This design comes from an exercise in tuning for small area on the open sky130 flow, not from production work.
The RTL was checked by simulation tests, not by an equivalence proof against the original design.
Power figures rest on the tool's default switching activity, not on a simulated workload.

File: design/flow/flow/run.sh
#!/bin/bash
# Standard ORFS layout (the standard.sh) with two changes:
#  - ports are buffered with the smallest buffer (buf_1);
#  - CTS uses clkbuf_8 with larger sink clusters and inserts no dummy loads.
set -e
export BUFFER_PORTS_ARGS="-buffer_cell sky130_fd_sc_hd__buf_1"
export CTS_ARGS="-sink_clustering_enable -repair_clock_nets -dont_use_dummy_load -buf_list sky130_fd_sc_hd__clkbuf_8 -sink_clustering_size 13 -sink_clustering_max_diameter 120"
bash standard.sh > standard.log 2>&1
File: design/flow/standard.sh
#!/bin/bash
# synth_recipe.tcl (not shown) runs the flow's synth.tcl, then flattens the netlist and writes it again
# the make line also repeats each setting of config.mk as NAME=value (left out here)
make -C /OpenROAD-flow-scripts/flow DESIGN_CONFIG=/design/flow/config.mk WORK_HOME=/design/flow/orfs CLKGATE_MAP_FILE= SYNTH_SCRIPT=/design/flow/synth_recipe.tcl "${@:-finish}"
File: design/flow/config.mk
export PLATFORM = sky130hd
export DESIGN_NAME = regfile_reader
export DESIGN_NICKNAME = regfile_reader
export VERILOG_FILES = /design/flow/design.v
export SDC_FILE = /design/flow/constraint.sdc
export NUM_CORES = 4
export LEC_CHECK = 0
export CAP_MARGIN = 15
export CORE_MARGIN = 2
export CORE_UTILIZATION = 40
export PLACE_DENSITY = 0.72
export SLEW_MARGIN = 15
export SYNTH_HIERARCHICAL = 1
File: design/flow/constraint.sdc
create_clock -name core_clock -period 6.0 [get_ports {clk}]
set_input_delay 1.2000 -clock core_clock [delete_from_list [all_inputs] [get_ports {clk}]]
set_output_delay 1.2000 -clock core_clock [all_outputs]
set_load 0.01 [all_outputs]
File: design/flow/design.v
package regfile_reader_pkg;
   localparam int XLEN      = 32;
   localparam int REG_COUNT = 32;
   localparam int AW        = $clog2(REG_COUNT);
   typedef logic [AW-1:0] reg_addr_t;
   localparam reg_addr_t REG_ZERO = '0;
endpackage
module regfile_reader_scoreboard #(
   parameter int REG_COUNT = regfile_reader_pkg::REG_COUNT
) (
   input  logic [REG_COUNT-1:1] busy,
   input  logic [REG_COUNT-1:1] wr_dec,
   input  logic [REG_COUNT-1:1] rs1_dec,
   input  logic [REG_COUNT-1:1] rs2_dec,
   output logic                 hazard
);
   logic [REG_COUNT-1:1] pend;
   assign pend   = busy & ~wr_dec;
   assign hazard = |((rs1_dec | rs2_dec) & pend);
endmodule
module regfile_reader_wbit (
   input  logic we,
   input  logic nwe,
   input  logic wd,
   input  logic q,
   output logic d
);
   assign d = (we & wd) | (nwe & q);
endmodule
module regfile_reader_aoi3 (
   input  logic [2:0] s,
   input  logic [2:0] a,
   output logic       y_n
);
   assign y_n = ~|(s & a);
endmodule
module regfile_reader_nand4 (
   input  logic [3:0] a_n,
   output logic       y
);
   assign y = ~&a_n;
endmodule
module regfile_reader_nand3 (
   input  logic [2:0] a_n,
   output logic       y
);
   assign y = ~&a_n;
endmodule
module regfile_reader_nand2 (
   input  logic s,
   input  logic a,
   output logic y_n
);
   assign y_n = ~(s & a);
endmodule
module regfile_reader_orhold (
   input  logic [2:0] p,
   input  logic       h,
   input  logic       q,
   output logic       y
);
   assign y = h ? q : |p;
endmodule
module regfile_reader_rdbit (
   input  logic [30:0] s,
   input  logic [30:0] a,
   input  logic        h,
   input  logic        q,
   output logic        y
);
   logic [10:0] t_n;
   logic [2:0]  p;
   for (genvar g = 0; g < 10; g++) begin : g_aoi
      regfile_reader_aoi3 u_aoi (.s(s[3*g +: 3]), .a(a[3*g +: 3]), .y_n(t_n[g]));
   end
   regfile_reader_nand2 u_n2 (.s(s[30]), .a(a[30]), .y_n(t_n[10]));
   regfile_reader_nand4 u_o0 (.a_n(t_n[3:0]),  .y(p[0]));
   regfile_reader_nand4 u_o1 (.a_n(t_n[7:4]),  .y(p[1]));
   regfile_reader_nand3 u_o2 (.a_n(t_n[10:8]), .y(p[2]));
   regfile_reader_orhold u_or (.p(p), .h(h), .q(q), .y(y));
endmodule
module regfile_reader #(
   parameter int XLEN      = regfile_reader_pkg::XLEN,
   parameter int REG_COUNT = regfile_reader_pkg::REG_COUNT,
   parameter int AW        = regfile_reader_pkg::AW
) (
   input  logic            clk,
   input  logic            rstn,
   input  logic            enabled,
   output logic            completed,
   input  logic [AW-1:0]   rs1,
   input  logic [AW-1:0]   rs2,
   output logic [XLEN-1:0] rs1_data,
   output logic [XLEN-1:0] rs2_data,
   input  logic            lock_enable,
   input  logic [AW-1:0]   lock_dest,
   input  logic            reg_w_enable,
   input  logic [AW-1:0]   reg_w_dest,
   input  logic [XLEN-1:0] reg_w_data,
   output logic            stalled
);
   logic [XLEN-1:0]      regs  [1:REG_COUNT-1];
   logic [XLEN-1:0]      nregs [1:REG_COUNT-1];
   logic [REG_COUNT-1:1] valid, nvalid, busy;
   logic [REG_COUNT-1:1] wr_dec, nwr_dec, lock_dec, rs1_dec, rs2_dec;
   logic [REG_COUNT-1:1] sel1, sel2;
   logic                 hazard, load;
   logic [XLEN-1:0]      op1, op2;
   always_comb begin
      for (int i = 1; i < REG_COUNT; i++) begin
         wr_dec[i]   = reg_w_enable && (reg_w_dest == AW'(i));
         lock_dec[i] = lock_enable && (lock_dest == AW'(i));
         rs1_dec[i]  = (rs1 == AW'(i));
         rs2_dec[i]  = (rs2 == AW'(i));
      end
   end
   assign nwr_dec = ~wr_dec;
   always_ff @(posedge clk or negedge rstn) begin
      if (!rstn) busy <= '0;
      else       busy <= lock_dec | (busy & nwr_dec);
   end
   regfile_reader_scoreboard #(.REG_COUNT(REG_COUNT)) u_sb (
      .busy    (busy),
      .wr_dec  (wr_dec),
      .rs1_dec (rs1_dec),
      .rs2_dec (rs2_dec),
      .hazard  (hazard)
   );
   assign stalled = enabled && hazard;
   assign load    = enabled && !hazard;
   for (genvar i = 1; i < REG_COUNT; i++) begin : g_row
      for (genvar b = 0; b < XLEN; b++) begin : g_bit
         regfile_reader_wbit u_w (
            .we (wr_dec[i]), .nwe (nwr_dec[i]), .wd (reg_w_data[b]),
            .q (regs[i][b]), .d (nregs[i][b]));
      end
   end
   assign nvalid = valid | wr_dec;
   always_ff @(posedge clk) begin
      for (int i = 1; i < REG_COUNT; i++) regs[i] <= nregs[i];
   end
   always_ff @(posedge clk or negedge rstn) begin
      if (!rstn) valid <= '0;
      else       valid <= nvalid;
   end
   assign sel1 = rs1_dec & nvalid;
   assign sel2 = rs2_dec & nvalid;
   for (genvar b = 0; b < XLEN; b++) begin : g_rd
      logic [30:0] a;
      for (genvar i = 1; i < REG_COUNT; i++) begin : g_a
         assign a[i-1] = nregs[i][b];
      end
      regfile_reader_rdbit u_r1 (.s(sel1), .a(a), .h(!load), .q(rs1_data[b]), .y(op1[b]));
      regfile_reader_rdbit u_r2 (.s(sel2), .a(a), .h(!load), .q(rs2_data[b]), .y(op2[b]));
   end
   always_ff @(posedge clk or negedge rstn) begin
      if (!rstn) begin
         completed <= 1'b0;
         rs1_data  <= '0;
         rs2_data  <= '0;
      end else begin
         completed <= load;
         rs1_data  <= op1;
         rs2_data  <= op2;
      end
   end
endmodule
==> run summary, run 1 <==
Clock network:
- The CTS clock-pin slew for the worst setup and hold paths is approximately 100 ps.
- TritonCTS built the clock tree.
- The number of clock buffers added by TritonCTS is 96.
- The later pin in the worst-skew pair is clocked with a latency of 800 ps.
- Once the clock tree was built, the setup fixing pass inserted 0 buffers.
- The post-cts sizing count is 0.
- The deepest clock path buffer count is 3.
- The level count of the clock H-tree is 3.
- The number of buffers inserted for hold repair after clock tree synthesis is 0.
- For this design, the sink count on the clock tree is 1,119.
- The clock tree root buffer cell is sky130_fd_sc_hd__clkbuf_8.

Place:
- Including well taps, the total number of placed cells is 5,317.
- The global placer's final weighted congestion is roughly 1.
- In this run the tool buffered the top-level ports with 122 buffer cells.
- The sum of net half-perimeters after detailed placement is 109,000 µm.

Yosys:
- The Yosys step of the flow raised 10 warnings.
- The net count after synthesis is 3,717.
- The distinct cell type count after synthesis is 36.
- The mapped cell area is 42,800 µm².
- The gate count after technology mapping is 3,660.
- The share of flip-flops with an asynchronous set or reset is 0.113.
- The sequential element share of the synthesized area is 0.538.
- The mean post-synth cell area is 11.7 µm².
- Among all flip-flop cells after synthesis, the most frequent one is sky130_fd_sc_hd__dfxtp_1.
- The flip-flop and latch count after synthesis is roughly 1,100.
- Yosys mapped a number of flops with a built-in enable equal to 0.

Timing:
- The post-route minimum period is 5150 ps.
- The hold violation count in the final report is 0.
- The clock arrives with 53.5 ps of skew.
- Summed over all failing endpoints, the final setup total negative slack is 0 ps.
- For this run, the top clock speed supported by timing is 194 MHz.
- Setup repair after global routing left no endpoint under its margin.
- Of the available clock period, the critical path in the final layout requires 0.858.
- In this run the tightest slew margin relative to its limit is 0.159.
- The worst hold slack is 461 ps.
- For the pin with the worst max-slew slack, the measured transition is 1260 ps.
- The count of pins over their slew limit is 0.
- Setup violations remaining at the end of the flow were counted as 0.

Run status:
- The run finished with no timing, DRC or antenna violations.

GRT:
- The via count of the first global-routing pass is 40,400.
- The aggregate global-route resource usage is 0.355.
- The total congestion overflow is 0.
- Entering global routing, the biggest net connects 72 pins.
- The first global-routing pass estimated 289,000 µm of wire.
- The initial antenna violation count is 10.

Pwr:
- VDD sags by at most ~0.00017 V.
- The design draws 16,900 µW.
- For this design the ratio of total power to cell area is 353 nW/µm².
- The cell leakage power is between 0.015 and 0.02 µW.

Flow run:
- Max-cap violations in this run came to 0.

Floorplan:
- The die boundary width is 331 µm.
- The number of ports placed on the die boundary is between 100 and 150.
- The die covers around 110,000 µm².
- The number of cell rows is 120.
- The height of the die is 331 µm.
- The region available for standard cell placement spans 107,000 µm².
- For this configuration, the core starts out at a cell density of 0.402.

Route:
- In the routed layout, each cell is associated on average with a via count of between 7 and 8.
- In the final routed layout, each cell accounts on average for between 30 and 40 µm.
- Wires add up to 207,000 µm.
- The routed layout has 42,600 vias.
- In the routed design, unresolved DRC markers number 0.
- The remaining antenna violation count after routing is 0.
- For this block, the initial DRC count from the detailed router was 10,100.
- The pre-antenna-repair detailed-routing pass consisted of 14 iterations.

Critical path:
- Of all nets on the critical path, the largest fanout is 16.
- The slowest stage of the critical path is the sky130_fd_sc_hd__and2_1 cell.
- The destination of the worst register-to-register timing path is rs2_data[21].
- The critical path goes through buf_1 > and2_1 > nand2_2 > inv_2 > nand2b_1 > o32ai_1 > nor4_1 > nand4_1 > and2_1 > buf_1.
- The cell count of the worst reg-to-reg path is 8.
- The type of the setup path with the least slack is input port to output port.
- The cell family contributing the most delay on the critical path is simple AND/OR/NAND/NOR gates.
- In this run the critical register-to-register path is launched from busy[25].
- The delay of the slowest critical-path stage is around 760 ps.
- Data on the critical path arrives at its endpoint at 3950 ps.
- The worst setup slack for register-to-register paths is approximately 2700 ps.
- The startpoint type of the worst setup path is an input port.
- Counting both buffers and inverters, the worst setup path holds a total of 3.
- For the worst setup path, the data required time is between 4000 and 5000 ps.
- The kind of capture point of the worst setup path is an output port.

Final layout:
- At the end of the flow, the number of nets in the layout was just over 4,000.
- The final cell count without fillers is 5,426.
- Relative to the synthesized area, the layout overhead comes to 11.8%.
- In the final layout, the share of cells above drive strength 1 is 0.0950.
- The filler cells instantiated in the layout total 9,807.

Min path:
- The min-delay analysis places its worst path in the category input port to async pin.
[state kept, by name (all words and copies together) (netlist names)]
signal	count
busy	31
completed	1
regs	992
rs1_data	32
rs2_data	32
valid	31
[cell type report]
class	instances	area, µm²	share of cell area
inverters	142	533	0.0111
repair buffers	296	1780	0.0372
flip-flops and latches	1119	23000	0.481
clock buffers	96	1320	0.0276
diodes	13	32.5	0.000679
multi-input cells	2357	19500	0.406
well taps	1403	1760	0.0366
[how the worst max path moves through the flow]
| stage | end | slack [ps] | depth (start not counted) | startpoint |
|---|---|---|---|---|
| 4_1_cts | stalled | 950 | 10 | reg_w_dest[4] |
| 3_5_place_dp | stalled | 960 | 10 | reg_w_dest[4] |
| 6_report | stalled | 850 | 10 | reg_w_dest[4] |
| 3_3_place_gp | stalled | 1020 | 10 | reg_w_dest[4] |
| 5_1_grt | stalled | 750 | 10 | reg_w_dest[0] |
| 2_1_floorplan | rs1_data[0] | 850 | 12 | reg_w_dest[4] |
[modules after synthesis (local to each module, per instance), a selection]
| module | flip-flops and latches | cell area [µm²] | cells inside |
|---|---|---|---|
| regfile_reader_aoi3 | 0 | 10.0 | 1 |
| regfile_reader_orhold | 0 | 15.0 | 3 |
| regfile_reader_wbit | 0 | 8.76 | 1 |
| regfile_reader_nand4 | 0 | 6.26 | 1 |
| regfile_reader_nand2 | 0 | 3.75 | 1 |
| regfile_reader | 1119 | 25000 | 1498 |
[routing by layer]
| layer | vias up | track usage | part of all wire |
|---|---|---|---|
| met4 | 6 | 0.275 | 0.091 |
| met1 | 20300 | 0.425 | 0.34 |
| met5 | - | 0.00478 | 0.0011 |
| li1 | 16900 | - | - |
| met2 | 4264 | 0.496 | 0.40 |
| met3 | 1152 | 0.157 | 0.17 |
[worst register-to-register path: cells and delay by family (launching register included)]
family          cells  cell delay, ps
compound gates      2             210
buf+inv             2             590
flops               1             400
simple gates        4            2010
[logic make-up (layout without fill, tap and decap cells)]
logic type,after synthesis,in the layout,share of synthesized area
compound gates,1773,1773,0.373
flops,1119,1119,0.538
simple gates,584,584,0.0721
buf+inv,184,534,0.0172
other cells,0,13,0
[layout by cell type (no fill, tap or decap), types with 96 or more instances in the layout]
master	instances
sky130_fd_sc_hd__a222oi_1	640
sky130_fd_sc_hd__inv_1	130
sky130_fd_sc_hd__nor2_1	97
sky130_fd_sc_hd__dfrtp_1	127
sky130_fd_sc_hd__clkbuf_8	96
sky130_fd_sc_hd__dfxtp_1	992
sky130_fd_sc_hd__a22o_1	1003
sky130_fd_sc_hd__nand4_1	130
sky130_fd_sc_hd__buf_1	121
sky130_fd_sc_hd__buf_4	173
[where the power goes]
part           internal [µW]  switching [µW]
registers               9000             551
logic                   1310            2090
clock network           1420            2530
total                  11700            5170
[Yosys cell counts, drive strengths merged, types with 6 or more instances]
cell type / n / area (µm²)
a22o: 1003 / 8780
dfxtp: 992 / 19900
a222oi: 640 / 6410
inv: 142 / 533
nand4: 130 / 813
dfrtp: 127 / 3180
nand2: 101 / 382
nor2: 97 / 364
a21oi: 95 / 475
nor4: 68 / 432
nand3: 66 / 330
nor3: 64 / 320
clkbuf: 23 / 90.1
nand2b: 23 / 144
buf: 19 / 115
o2bb2ai: 16 / 140
o32ai: 15 / 131
nand3b: 6 / 45.0
[stage by stage]
stage | instance area (µm²) | setup WS, ps | utilization
2_1_floorplan | 42800 | 851 | -
3_3_place_gp | 46600 | 1020 | 0.437
3_5_place_dp | 46600 | 959 | 0.437
4_1_cts | 47900 | 946 | 0.449
5_1_grt | 47900 | 753 | 0.449
6_report | 47900 | 850 | 0.449
==> inputs of run 2 (changes only) <==
==> design/flow/flow/run.sh (replaced) <==
#!/bin/bash
# Standard ORFS layout (the standard.sh) with two changes:
#  - ports are buffered with the smallest buffer (buf_1);
#  - CTS uses clkbuf_8 with larger sink clusters and inserts no dummy loads.
set -e
export BUFFER_PORTS_ARGS="-buffer_cell sky130_fd_sc_hd__buf_1"
export CTS_ARGS="-sink_clustering_enable -repair_clock_nets -dont_use_dummy_load -buf_list sky130_fd_sc_hd__clkbuf_8 -sink_clustering_size 15 -sink_clustering_max_diameter 120"
bash standard.sh > standard.log 2>&1
==> run 2 against run 1 <==
Net effect:
- synthesized area unchanged
- critical path depth unchanged
- register-to-register slack worse by 80 ps
- first-iteration DRC count down 2.6%
- clock skew up 9.8 ps
- worst hold slack better by 34 ps
- sequential cell count unchanged
- cell count down 0.31%
- clock power down 6.1%
- critical path type unchanged
- combinational power about the same
- sequential share of layout area up 0.18 points
- synthesized cell count unchanged
==> run summary, run 2 <==
Place:
- The number of placed cells counting well taps is 5,317 (unchanged).
- The global placer's final weighted congestion is 0.989 (unchanged).
- The number of buffer cells added on primary ports is 122 (unchanged).
- The sum of net half-perimeters after detailed placement is 109,000 µm (unchanged).

Clock network:
- The CTS clock-pin slew for the worst setup and hold paths is 90 ps (about the same).
- TritonCTS built the clock tree.
- The total CTS buffers came to 84 (-13%).
- The number of buffers inserted for hold repair after clock tree synthesis came to 0 (unchanged).
- The clock sink count is 1,119 (unchanged).
- The level count of the clock H-tree came to 3 (unchanged).
- The post-cts sizing count is 0 (unchanged).
- The deepest clock path buffer count was 3 (unchanged).
- The clock latency on the worst-skew pair is 740 ps (-60 ps).
- The root buffer cell chosen for the clock tree is sky130_fd_sc_hd__clkbuf_8.
- The number of setup buffers added after CTS was 0 (unchanged).

Route:
- The number of vias per cell is 7.89 (+0.50%).
- The detailed-route DRC error count was 0 (unchanged).
- The detailed-routing iteration count for the pre-antenna-repair pass is 22 (+8).
- The post-detailed-route wirelength per cell came to 38.2 µm (+0.12%).
- The number of DRC markers after the initial detailed-route iteration is 9,823 (-2.6%).
- The total wire length after detailed routing is 207,000 µm (-0.19%).
- The remaining antenna violation count after routing is 0 (unchanged).
- The total vias in the final route is 42,700 (+0.19%).

Timing:
- The count of pins over their slew limit is 0 (unchanged).
- The post-route minimum period is 5190 ps (+35.1 ps).
- The actual slew at the worst max-slew pin is 1240 ps (-12.8 ps).
- The peak clock frequency supported by timing came to 193 MHz (-0.68%).
- The total of endpoints with negative setup slack in the final report is 0 (unchanged).
- The final sum of negative setup slack is 0 ps (unchanged).
- Setup repair after global routing left no endpoint under its margin.
- The hold violation count in the final report is 0 (unchanged).
- The clock skew was 63.3 ps (+9.83 ps).
- The final cycle utilization of the critical path is 0.864 (+0.00585).
- The relative max-transition margin was 0.167 (+0.00859).

Final layout:
- The flip-flop count of the largest register after layout is 992 (unchanged).
- The largest registers in the layout are regs x992, rs1_data x32, rs2_data x32.
- The ratio of cells with drive above 1 in the final layout is 0.0923 (-0.00272).
- Compared with the post-synthesis result, the final layout area differs by 11.4%.
- The library cell used most frequently in the layout, excluding fill and tap cells, is sky130_fd_sc_hd__a22o_1.
- The final cell count without fillers is 5,409 (-0.31%).
- In the layout the commonest cells are sky130_fd_sc_hd__a22o_1, sky130_fd_sc_hd__dfxtp_1, sky130_fd_sc_hd__a222oi_1.
- The number of nets in the layout was 4,057 (-0.29%).
- The register name with the most flops is regs.

Floorplan:
- The initial standard-cell utilization of the core was 0.402 (unchanged).
- The floorplan die area is 110,000 µm² (unchanged).
- The number of ports placed on the die boundary is 123 (unchanged).
- The die boundary width was 331 µm (unchanged).
- The core area is 107,000 µm² (unchanged).
- The number of cell rows is 120 (unchanged).
- The height of the die is 331 µm (unchanged).

Yosys:
- In the synthesized netlist, the cells that appear most often are sky130_fd_sc_hd__a22o_1, sky130_fd_sc_hd__dfxtp_1, sky130_fd_sc_hd__a222oi_1.
- The post-synthesis cell type with the largest combined area is sky130_fd_sc_hd__dfxtp_1.
- The net count after synthesis came to 3,717 (unchanged).
- The gate count after technology mapping is 3,660 (unchanged).
- After synthesis, the cell types taking the most area are sky130_fd_sc_hd__dfxtp_1, sky130_fd_sc_hd__a22o_1, sky130_fd_sc_hd__a222oi_1, sky130_fd_sc_hd__dfrtp_1, sky130_fd_sc_hd__nand4_1.
- Among all flip-flop cells after synthesis, the most frequent one is sky130_fd_sc_hd__dfxtp_1.
- The share of flip-flops with an asynchronous set or reset is 0.113 (unchanged).
- The top cell type's share of synthesized area is 0.464 (unchanged).
- The cell with the most instances after synthesis is sky130_fd_sc_hd__a22o_1.
- The flip-flop and latch count after synthesis came to 1,119 (unchanged).
- The mapped cell area was 42,800 µm² (unchanged).
- The distinct cell type count after synthesis is 36 (unchanged).
- The number of enable-type register cells in the synthesized netlist is 0 (unchanged).
- The count of yosys warnings during synthesis is 10 (unchanged).
- The sequential element share of the synthesized area is 0.538 (unchanged).
- The mean post-synth cell area is 11.7 µm² (unchanged).

Min path:
- The path class of the tightest hold or removal check is flip-flop to flip-flop.

GRT:
- The maximum number of pins on one net before global-route repair came to 72 (unchanged).
- The total congestion overflow is 0 (unchanged).
- The aggregate global-route resource usage is 0.355 (-0.000489).
- The initial antenna violation count was 11 (+1).
- The global-route wire length before repair came to 288,000 µm (about the same).
- The via count of the first global-routing pass is 40,300 (-0.16%).

Pwr:
- The maximum vdd ir drop came to 0.000184 V (+10%).
- The internal portion of total power came to 11,600 µW (-1.4%).
- The combinational power share is 0.204 (+0.003).
- The cell leakage power is 0.0190 µW (-0.45%).
- The clock group share of total power came to 0.222 (-0.012).
- The cell area power density is 349 nW/µm² (-1.1%).
- The share of total power in sequential cells is 0.573 (+0.008).
- The switching portion of total power came to 0.306 (about the same).
- The power dissipated by switching net loads is 5090 µW (-1.4%).

Critical path:
- The critical path is of the input port to output port type.
- The signal arrival time at the worst endpoint is 3990 ps (+40 ps).
- STA classifies the critical path endpoint as an output port.
- The startpoint type of the worst setup path is an input port.
- The worst setup slack for register-to-register paths is 2600 ps (-80 ps).
- The biggest fanout along the worst timing path is 16 (unchanged).
- The worst path required time is 4800 ps (about the same).

Flow run:
- The number of maximum-capacitance violations is 0 (unchanged).

Run status:
- The run finished with no timing, DRC or antenna violations.
-- run 2: changes by cell type in the layout (fill, tap and decap cells not counted), sizes merged --
cell	delta
clkbuf	-12
diode	-5
-- run 2: critical path, cell delays in order --
cell	delay [ps]
sky130_fd_sc_hd__buf_1	140
sky130_fd_sc_hd__and2_1	790
sky130_fd_sc_hd__nand2_2	110
sky130_fd_sc_hd__inv_2	90
sky130_fd_sc_hd__nand2b_1	100
sky130_fd_sc_hd__o32ai_1	80
sky130_fd_sc_hd__nor4_1	540
sky130_fd_sc_hd__nand4_1	480
sky130_fd_sc_hd__and2_1	320
sky130_fd_sc_hd__buf_1	130
-- run 2: cell type report --
cell class	count	area (µm²)
clock buffer	84	1160
multi-input combinational	2357	19500
sequential	1119	23000
timing repair buffer	296	1780
antenna	8	20.0
inverter	142	533
tap	1403	1760
fill	9797	58900
-- run 2: path summary, 6_finish.rpt --
path | from | endpoint | cells past startpoint
max reg2reg | busy[25] | rs2_data[6] | 8
min | valid[6] | valid[6] | 2
min reg2reg | valid[6] | valid[6] | 2
max in group asynchronous | rstn | rs2_data[24] | 2
max | reg_w_dest[4] | stalled | 10
min in group asynchronous | rstn | busy[30] | 1
-- run 2: logic make-up after synthesis --
group                  synth area share
and+or+nand+nor                  0.0721
buffers and inverters            0.0172
AOI/OAI and AO/OA                 0.373
DFF                               0.538
-- run 2: metrics by stage --
stage	instance area [µm²]	hold WS [ps]	util	worst slack, ps	total power (µW)
final	47700	494	0.448	815	16700
after detailed placement	46600	466	0.437	959	12900
after CTS	47700	490	0.448	946	16500
after floorplan	42800	424	-	851	11700
after global routing	47700	512	0.448	668	17200
after global placement	46600	466	0.437	1020	12800
-- run 2: power by group through the flow --
| stage | clock network, µW | registers (µW) | logic, µW |
|---|---|---|---|
| 2_1_floorplan | 0 | 9620 | 2120 |
| 3_3_place_gp | 0 | 9670 | 3160 |
| 3_5_place_dp | 0 | 9700 | 3250 |
| 4_1_cts | 3670 | 9540 | 3270 |
| 5_1_grt | 3940 | 9680 | 3610 |
| 6_report | 3710 | 9550 | 3400 |
-- run 2: routing by layer --
metal,wire [µm],global-route usage,part of all wire,vias up
li1,-,-,-,16900
met1,69600,0.420,0.34,20300
met2,81900,0.495,0.40,4342
met3,35700,0.161,0.17,1141
met4,19200,0.281,0.093,11
met5,71,0.00261,0.00034,-
-- run 2: modules after synthesis, one instance, submodules excluded, excerpt --
module / cells inside / copies in the design / flops+latches
regfile_reader_orhold: 3 / 64 / 0
regfile_reader_nand3: 1 / 64 / 0
regfile_reader_nand2: 1 / 64 / 0
regfile_reader_wbit: 1 / 992 / 0
regfile_reader_aoi3: 1 / 640 / 0
regfile_reader_nand4: 1 / 128 / 0
regfile_reader: 1498 / 1 / 1119
==> inputs of run 3 (changes only) <==
==> design/flow/flow/run.sh (replaced) <==
#!/bin/bash
# Standard ORFS layout (the standard.sh) with two changes:
#  - ports are buffered with the smallest buffer (buf_1);
#  - CTS uses clkbuf_8 with larger sink clusters and inserts no dummy loads.
set -e
export BUFFER_PORTS_ARGS="-buffer_cell sky130_fd_sc_hd__buf_1"
export CTS_ARGS="-sink_clustering_enable -repair_clock_nets -dont_use_dummy_load -buf_list sky130_fd_sc_hd__clkbuf_8 -sink_clustering_size 16 -sink_clustering_max_diameter 100"
bash standard.sh > standard.log 2>&1
==> run 3 against run 2 <==
Net effect:
- critical endpoint unchanged
- worst hold slack got worse by 1.2 ps
- sequential share of layout area increased by 0.056 points
- cell area decreased by 0.12%
- global-route usage about the same
- utilization decreased by 0.052 points
- non-clock buffer count unchanged
- routed wire length increased by 0.12%
- power decreased by 0.43%
- still clean
- first-iteration DRC count decreased by 3.5%
- highest routed layer unchanged
- clock-buffer cell count decreased by 4
- sequential power about the same
- clock skew decreased by 1.1 ps
==> run summary, run 3 <==
Min path:
- The tightest min-delay check is of the flip-flop to flip-flop type.

Pwr:
- The maximum vdd ir drop is 0.000178 V (-3.1%).
- The share of total power in sequential cells is 0.576 (+0.003).
- The cell leakage power is 0.0190 µW (-0.15%).
- The clock group share of total power is 0.219 (-0.003).
- The combinational power share is 0.205 (about the same).
- The power dissipated by switching net loads is 5080 µW (-0.32%).
- The internal portion of total power came to 11,500 µW (-0.48%).
- The switching portion of total power is 0.306 (+0.000343).
- The cell area power density is 348 nW/µm² (-0.32%).

Floorplan:
- The floorplan die area is 110,000 µm² (unchanged).
- The initial standard-cell utilization of the core is 0.402 (unchanged).
- The number of ports placed on the die boundary is 123 (unchanged).
- The die boundary width came to 331 µm (unchanged).
- The number of cell rows is 120 (unchanged).
- The height of the die came to 331 µm (unchanged).
- The core area is 107,000 µm² (unchanged).

Yosys:
- The distinct cell type count after synthesis is 36 (unchanged).
- The top cell type's share of synthesized area is 0.464 (unchanged).
- The flip-flop and latch count after synthesis was 1,119 (unchanged).
- The sequential element share of the synthesized area is 0.538 (unchanged).
- The mean post-synth cell area is 11.7 µm² (unchanged).
- The count of yosys warnings during synthesis is 10 (unchanged).
- The share of flip-flops with an asynchronous set or reset is 0.113 (unchanged).
- sky130_fd_sc_hd__dfxtp_1 takes more of the synthesized area than any other cell.
- The most frequently used flop master after synthesis is sky130_fd_sc_hd__dfxtp_1.
- The gate count after technology mapping came to 3,660 (unchanged).
- The net count after synthesis was 3,717 (unchanged).
- Ranked by instance count, the synthesized netlist is headed by sky130_fd_sc_hd__a22o_1, sky130_fd_sc_hd__dfxtp_1, sky130_fd_sc_hd__a222oi_1.
- The mapped cell area is 42,800 µm² (unchanged).
- The cell with the most instances after synthesis is sky130_fd_sc_hd__a22o_1.
- The number of enable-type register cells in the synthesized netlist is 0 (unchanged).
- By area the synthesized netlist is led by sky130_fd_sc_hd__dfxtp_1, sky130_fd_sc_hd__a22o_1, sky130_fd_sc_hd__a222oi_1, sky130_fd_sc_hd__dfrtp_1, sky130_fd_sc_hd__nand4_1.

Timing:
- The post-route minimum period is 5150 ps (-35.3 ps).
- The total of endpoints with negative setup slack in the final report is 0 (unchanged).
- The final cycle utilization of the critical path is 0.858 (-0.00588).
- The actual slew at the worst max-slew pin is 1300 ps (+57.1 ps).
- Setup repair after global routing left no endpoint under its margin.
- The relative max-transition margin is 0.129 (-0.0382).
- The peak clock frequency supported by timing is 194 MHz (+0.68%).
- The clock skew was 62.2 ps (-1.12 ps).
- The worst hold slack is 493 ps (-1.19 ps).
- The count of pins over their slew limit is 0 (unchanged).
- The final sum of negative setup slack is 0 ps (unchanged).
- The hold violation count in the final report is 0 (unchanged).
- The final critical-path setup slack is 850 ps (+35.3 ps).

Clock network:
- The post-cts sizing count came to 0 (unchanged).
- The number of setup buffers added after CTS was 0 (unchanged).
- The deepest clock path buffer count was 3 (unchanged).
- The clock latency on the worst-skew pair came to 750 ps (about the same).
- The total CTS buffers is 80 (-4.8%).
- The CTS clock-pin slew for the worst setup and hold paths is 90 ps (about the same).
- The clock tree root buffer cell is sky130_fd_sc_hd__clkbuf_8.
- The clock sink count was 1,119 (unchanged).
- The number of buffers inserted for hold repair after clock tree synthesis is 0 (unchanged).
- TritonCTS built the clock tree.
- The level count of the clock H-tree is 3 (unchanged).

GRT:
- The global-route wire length before repair is 288,000 µm (about the same).
- The maximum number of pins on one net before global-route repair is 72 (unchanged).
- The aggregate global-route resource usage is 0.355 (about the same).
- The initial antenna violation count came to 11 (unchanged).
- The via count of the first global-routing pass is 40,400 (+0.22%).
- In this run the most used layer during global routing was met2.
- The total congestion overflow is 0 (unchanged).
- The met1 global-route usage is 0.421 (+0.000780).
- The met2 layer usage reported by global route was 0.496 (+0.00112).
- The global-route track usage on met3 is 0.163 (+0.00269).

Critical path:
- The worst path required time came to 4800 ps (about the same).
- The startpoint type of the worst setup path is an input port.
- The signal arrival time at the worst endpoint was 3950 ps (-40 ps).
- STA classifies the critical path endpoint as an output port.
- The critical path in this run is classified as input port to output port.
- The biggest fanout along the worst timing path was 16 (unchanged).

Flow run:
- The number of maximum-capacitance violations is 0 (unchanged).

Final layout:
- The register name with the most flops is regs.
- The count of fill cells added during filler insertion is 9,816 (+0.19%).
- The number of nets in the layout is 4,053 (-0.099%).
- The ratio of cells with drive above 1 in the final layout is 0.0914 (-0.000909).
- The area of the multi-input gates is 19,500 µm² (unchanged).
- Leaving out fill and tap cells, the most frequent cell in the layout is sky130_fd_sc_hd__a22o_1.
- The footprint of the flip-flops and latches is 23,000 µm² (unchanged).
- The design area is 47,700 µm² (-0.12%).
- The flip-flop count of the largest register after layout is 992 (unchanged).
- The area growth from synthesis to layout is 11.3%.
- In the final layout, the registers with the most flip-flops are regs x992, rs1_data x32, rs2_data x32.
- The top cell types in the final layout, fill and taps aside, are sky130_fd_sc_hd__a22o_1, sky130_fd_sc_hd__dfxtp_1, sky130_fd_sc_hd__a222oi_1.

Route:
- The remaining antenna violation count after routing came to 0 (unchanged).
- The number of vias per cell is 7.91 (+0.24%).
- The total vias in the final route is 42,800 (+0.17%).
- The post-detailed-route wirelength per cell is 38.3 µm (+0.20%).
- The total wire length after detailed routing came to 207,000 µm (+0.12%).
- The detailed-routing iteration count for the pre-antenna-repair pass is 14 (-36%).
- The number of DRC markers after the initial detailed-route iteration is 9,476 (-3.5%).
- The detailed-route DRC error count is 0 (unchanged).

Place:
- The placement-stage worst setup slack is 959 ps (unchanged).
- The number of buffer cells added on primary ports came to 122 (unchanged).
- The total cell area at the placement stage was 46,600 µm² (unchanged).
- The sum of net half-perimeters after detailed placement was 109,000 µm (unchanged).
- The global placer's final weighted congestion was 0.989 (unchanged).

Run status:
- The run finished with no timing, DRC or antenna violations.
[run 3: metal layers]
layer	wire (µm)	up-vias
li1	-	16900
met1	70300	20300
met2	81800	4359
met3	35600	1195
met4	19000	12
met5	88	-
[run 3: path summary, 6_finish.rpt]
check	from	endpoint	slack, ps	depth (start not counted)
worst max-delay path	reg_w_dest[4]	stalled	850	10
worst min-delay path	valid[6]	valid[6]	490	2
worst max register to register	busy[25]	rs2_data[28]	2650	8
worst min register to register	valid[6]	valid[6]	490	2
max in group asynchronous	rstn	rs1_data[20]	4310	2
min in group asynchronous	rstn	valid[2]	520	1
[run 3: Yosys stat by module, one instance, submodules excluded, a selection]
module                 flip-flops and latches  cell area [µm²]  cells inside
regfile_reader_aoi3                         0             10.0             1
regfile_reader_orhold                       0             15.0             3
regfile_reader_nand3                        0             5.00             1
regfile_reader_nand4                        0             6.26             1
regfile_reader_nand2                        0             3.75             1
regfile_reader_wbit                         0             8.76             1
regfile_reader                           1119            25000          1498
[run 3: power by group through the flow]
stage,sequential [µW],combinational (µW),clock (µW)
global route,9680,3610,3850
finish,9550,3400,3640
global placement,9670,3160,0
detailed placement,9700,3250,0
CTS,9540,3270,3600
floorplan,9620,2120,0
[run 3: cell type report]
type,instances,share of cell area
multi-input combinational,2357,0.408
clock buffer,80,0.0231
antenna,8,0.000420
sequential,1119,0.483
timing repair buffer,296,0.0373
inverter,142,0.0112
tap,1403,0.0368
[run 3: worst max-delay path, stage by stage]
cell                       delay [ps]
sky130_fd_sc_hd__buf_1            140
sky130_fd_sc_hd__and2_1           780
sky130_fd_sc_hd__nand2_2          110
sky130_fd_sc_hd__inv_2             90
sky130_fd_sc_hd__nand2b_1         100
sky130_fd_sc_hd__o32ai_1           70
sky130_fd_sc_hd__nor4_1           550
sky130_fd_sc_hd__nand4_1          460
sky130_fd_sc_hd__and2_1           310
sky130_fd_sc_hd__buf_1            130
[run 3: logic make-up (layout without fill, tap and decap cells)]
kind of cell,count (synthesis),count (layout),share of synthesized area
buffers and inverters,184,518,0.0172
flip-flops,1119,1119,0.538
other,0,8,0
AO/OA/AOI/OAI,1773,1773,0.373
AND/OR/NAND/NOR,584,584,0.0721
[run 3: through the flow]
stage                util  total power, µW  cells
global route        0.447            17100   5400
detailed placement  0.437            12900   5317
finish              0.447            16600   5405
CTS                 0.447            16400   5397
global placement    0.437            12800   5317
floorplan               -            11700   3660

afterwards: timing with drivers on the ports:
Ports are ideal in the flow. The routed layouts listed here were re-timed in OpenROAD. Step 1 (the two cells are an assumption about what drives the block):
set clk [get_ports {clk}]
set_driving_cell -lib_cell sky130_fd_sc_hd__clkbuf_16 $clk
set_driving_cell -lib_cell sky130_fd_sc_hd__buf_2 [delete_from_list [all_inputs] $clk]
Step 2 also shifts input and output timing later by t, the mid clock arrival at the registers, as if the neighbouring blocks saw the same clock. Slacks: ideal / step 1 / step 2; pairs: ideal / step 1.
run	t (ns)	slack for setup (ns)	worst setup path at the end	latest minus earliest clock arrival (ns)
run 1	0.830	0.850 / 0.799 / 0.785	input to register	0.089 / 0.090
run 2	0.784	0.815 / 0.768 / 0.723	input to register	0.073 / 0.072
run 3	0.789	0.850 / 0.803 / 0.762	input to register	0.064 / 0.064
After both steps every run listed still meets setup and hold. The setup slack of run 2, which loses most, moves by -0.047 ns with the drivers and by -0.092 ns with both steps.
